Background: an optimization exercise with open tools, aiming at small area. Do not read the settings as production practice. RTL that was checked went through simulation tests only; none was proved equivalent to the original. Power is estimated from default activity; no workload was simulated.

## rev 12
## eth_prbs_top
module eth_prbs_top (
	input logic clock,
	input logic reset,
	input logic start,
	input frame_pkg::mac_t dest_mac,
	input frame_pkg::mac_t src_mac,
	input frame_pkg::ether_type_t ether_type,
	output logic tvalid,
	input logic tready,
	output frame_pkg::beat_t tdata,
	output frame_pkg::keep_t tkeep,
	output logic tlast,
	output logic busy,
	input logic rx_valid,
	input frame_pkg::beat_t rx_data,
	input frame_pkg::keep_t rx_keep,
	input logic rx_last,
	output frame_pkg::mac_t rx_dest_mac,
	output frame_pkg::mac_t rx_src_mac,
	output frame_pkg::ether_type_t rx_ether_type,
	output logic header_valid,
	output logic frame_done,
	output logic frame_error,
	output logic [15:0] error_count
);
	logic [39:0] slot_data;
	logic [4:0] slot_pay;
	logic [24:0] slot_beat;
	logic frame_end;
	logic frame_len_ok;
	frame_packer packer (
		.clock(clock),
		.reset(reset),
		.start(start),
		.dest_mac(dest_mac),
		.src_mac(src_mac),
		.ether_type(ether_type),
		.tvalid(tvalid),
		.tready(tready),
		.tdata(tdata),
		.tkeep(tkeep),
		.tlast(tlast),
		.busy(busy)
	);
	header_capture capture (
		.clock(clock),
		.reset(reset),
  ...
Size in the first run: roughly 370 flip-flops, roughly 340 I/O pins, ~17,000 µm² of cells after synthesis.
Settings: LEC_CHECK=0, CAP_MARGIN=20, CORE_MARGIN=2, CORE_UTILIZATION=40, SLEW_MARGIN=20; clock period 9.0 ns.
standard.sh (not shown) runs the stock make flow with config.mk's settings and CLKGATE_MAP_FILE= SYNTH_SCRIPT=/design/flow/synth_recipe.tcl, a recipe that flattens the netlist after the stock synthesis.
==> flow/flow/run.sh <==
#!/bin/bash
# Standard layout, with the port buffers made from the smallest buffer cell.
set -euo pipefail
bash standard.sh BUFFER_PORTS_ARGS="-buffer_cell sky130_fd_sc_hd__buf_1" finish > standard_make.log 2>&1
Rev 12: flow completed, timing, DRC and antenna clean
Setup changes, rev 12 to rev 13
Settings: CORE_UTILIZATION changed from 40 to 65.
Results
Design internal power improves in rev 13 relative to rev 12. The timing startpoint of the critical path comes out rx_keep[1] in one run and rx_keep[0] in the other, namely in rev 12 and rev 13 respectively. Summary of rev 13 over rev 12: pin slew with the least headroom to its limit +0.036 ns, power saw a decrease, final area down 2.0%, fraction of power spent switching nets fell 0.27 points, starting DRC count in detailed routing saw an increase. Rev 13 | stages: all done | timing, DRC, antenna: all pass. NOTE via count rev 12->rev 13 increased by a few percent.
No run of this note included a check of the RTL's function; only the layout flow was run.

---

Another version of the RTL of eth_prbs_top (not shown whole).
Size: about 370 flip-flops, about 0.015 mm^2 of cells after synthesis.
clock: 9.0 ns
lec_check: 0
cap_margin: 20
cell_pad_in_sites_detail_placement: 1
cell_pad_in_sites_global_placement: 1
core_margin: 2
core_utilization: 45
slew_margin: 20
==> flow/flow/run.sh <==
#!/bin/bash
# Standard layout with three changes:
#  - synthesis maps logic with an area-oriented ABC script (flow/area.abc) instead of ORFS's
#    speed script; everything else in the synthesis is the standard script, so the
#    registers are the same;
#  - port buffers use the smallest buffer cell;
#  - the clock tree uses smaller buffers and no dummy loads.
set -euo pipefail
W=$PWD
# ORFS's synth.tcl with the ABC script swapped after the preamble sets it
sed "s|^source \$::env(SCRIPTS_DIR)/synth_preamble.tcl\$|&\nset abc_args [lreplace \$abc_args 1 1 $W/flow/area.abc]|" \
  "$FLOW_HOME/scripts/synth.tcl" > "$W/synth_orfs_area.tcl"
grep -q "area.abc" "$W/synth_orfs_area.tcl"
# The standard flow's synthesis wrapper, sourcing that copy
sed "s|\$::env(SCRIPTS_DIR)/synth.tcl|$W/synth_orfs_area.tcl|" "$W/synth_recipe.tcl" > "$W/synth_area.tcl"
grep -q "synth_orfs_area.tcl" "$W/synth_area.tcl"
bash standard.sh \
  SYNTH_SCRIPT="$W/synth_area.tcl" \
  BUFFER_PORTS_ARGS="-buffer_cell sky130_fd_sc_hd__buf_1" \
  CTS_ARGS="-sink_clustering_enable -repair_clock_nets -dont_use_dummy_load -buf_list {sky130_fd_sc_hd__clkbuf_4 sky130_fd_sc_hd__clkbuf_8} -sink_clustering_buffer sky130_fd_sc_hd__clkbuf_4 -sink_clustering_size 10 -sink_clustering_max_diameter 35" \
  finish > standard_make.log 2>&1
==> flow/flow/area.abc <==
strash
dc2
dch -f
map -a
amap
topo
The first run completed with no timing, DRC or antenna violations.
Change:
--- a/flow/flow/run.sh
+++ b/flow/flow/run.sh
@@ -18,4 +18,4 @@
   SYNTH_SCRIPT="$W/synth_area.tcl" \
   BUFFER_PORTS_ARGS="-buffer_cell sky130_fd_sc_hd__buf_1" \
-  CTS_ARGS="-sink_clustering_enable -repair_clock_nets -dont_use_dummy_load -buf_list {sky130_fd_sc_hd__clkbuf_4 sky130_fd_sc_hd__clkbuf_8} -sink_clustering_buffer sky130_fd_sc_hd__clkbuf_4 -sink_clustering_size 10 -sink_clustering_max_diameter 35" \
+  CTS_ARGS="-sink_clustering_enable -repair_clock_nets -dont_use_dummy_load -buf_list {sky130_fd_sc_hd__clkbuf_4 sky130_fd_sc_hd__clkbuf_8} -sink_clustering_size 18 -sink_clustering_max_diameter 50" \
   finish > standard_make.log 2>&1
- CELL_PAD_IN_SITES_DETAIL_PLACEMENT: 1 -> unset
- CELL_PAD_IN_SITES_GLOBAL_PLACEMENT: 1 -> unset
- CORE_UTILIZATION: 45 -> 50
First-iteration DRC count came out higher by about 20%.
Utilization goes up by 6.1 points.
Cell count drops by about 4%.
Sequential share of layout area came out higher by 0.33 points.
Final area came out lower by about 0.6%.
Setup slack gets better by 27 ps.
Routed wire length shrinks by 8.1%.
Die area falls by about 10%.
Clock power drops by about 3%.
Synthesized cell count stays the same.
Via count is lower by about 1.2%.
Change:
--- a/flow/flow/run.sh
+++ b/flow/flow/run.sh
@@ -18,4 +18,4 @@
   SYNTH_SCRIPT="$W/synth_area.tcl" \
   BUFFER_PORTS_ARGS="-buffer_cell sky130_fd_sc_hd__buf_1" \
-  CTS_ARGS="-sink_clustering_enable -repair_clock_nets -dont_use_dummy_load -buf_list {sky130_fd_sc_hd__clkbuf_4 sky130_fd_sc_hd__clkbuf_8} -sink_clustering_size 18 -sink_clustering_max_diameter 50" \
+  CTS_ARGS="-sink_clustering_enable -repair_clock_nets -dont_use_dummy_load -buf_list {sky130_fd_sc_hd__clkbuf_4 sky130_fd_sc_hd__clkbuf_8} -sink_clustering_buffer sky130_fd_sc_hd__clkbuf_4 -sink_clustering_size 10 -sink_clustering_max_diameter 35" \
   finish > standard_make.log 2>&1
==> flow/flow/area.abc (replaced) <==
strash
dc2
dch -f
map -a
amap
strash
dch -f
map -a
amap
topo
- CAP_MARGIN: 20 -> 10
- CELL_PAD_IN_SITES_DETAIL_PLACEMENT: unset -> 1
- CELL_PAD_IN_SITES_GLOBAL_PLACEMENT: unset -> 1
- PLACE_DENSITY: unset -> 0.72
- SLEW_MARGIN: 20 -> 10
The new run produced a clean layout. Utilization drops by 0.23 points. Critical path depth went down by 1. Fmax drops slightly. Wire length rises by a little under a tenth. Hold slack improved by 11 ps. Non-clock buffer count falls by 3.

## afterwards: timing with drivers on the ports
Ports are ideal in the flow. The routed layouts listed here were re-timed in OpenROAD. Step 1 assumes that a clkbuf_16 drives the clock port and a buf_2 every other input. Step 2, shift: input delay + t, output delay - t, t = (earliest + latest rising clock arrival at the registers) / 2. This alone moves slack from input paths to output paths. Three values: no drivers, after step 1, after step 2; two values: the first two.
| run | shift t [ns] | setup slack, ns | latest minus earliest clock arrival (ns) | worst register clock-pin slew, ns | worst data-port slew with drivers (ns) |
|---|---|---|---|---|---|
| rev 12 | 0.605 | 2.366 / 2.389 / 1.785 | 0.022 / 0.023 | 0.07 / 0.07 | 0.07 |
| rev 13 | 0.564 | 2.359 / 2.386 / 1.822 | 0.022 / 0.022 | 0.07 / 0.07 | 0.09 |
| the first run of note 2 | 0.639 | 1.436 / 1.458 / 0.819 | 0.073 / 0.073 | 0.11 / 0.11 | 0.08 |
| the second run of note 2 | 0.570 | 1.462 / 1.488 / 0.918 | 0.100 / 0.100 | 0.11 / 0.11 | 0.08 |
| the third run of note 2 | 0.585 | 1.387 / 1.413 / 0.828 | 0.118 / 0.118 | 0.11 / 0.11 | 0.08 |
After both steps setup and hold are still met in every run listed. The setup slack of the first run of note 2, which loses most, moves by +0.022 ns with the drivers and by -0.617 ns with both steps.
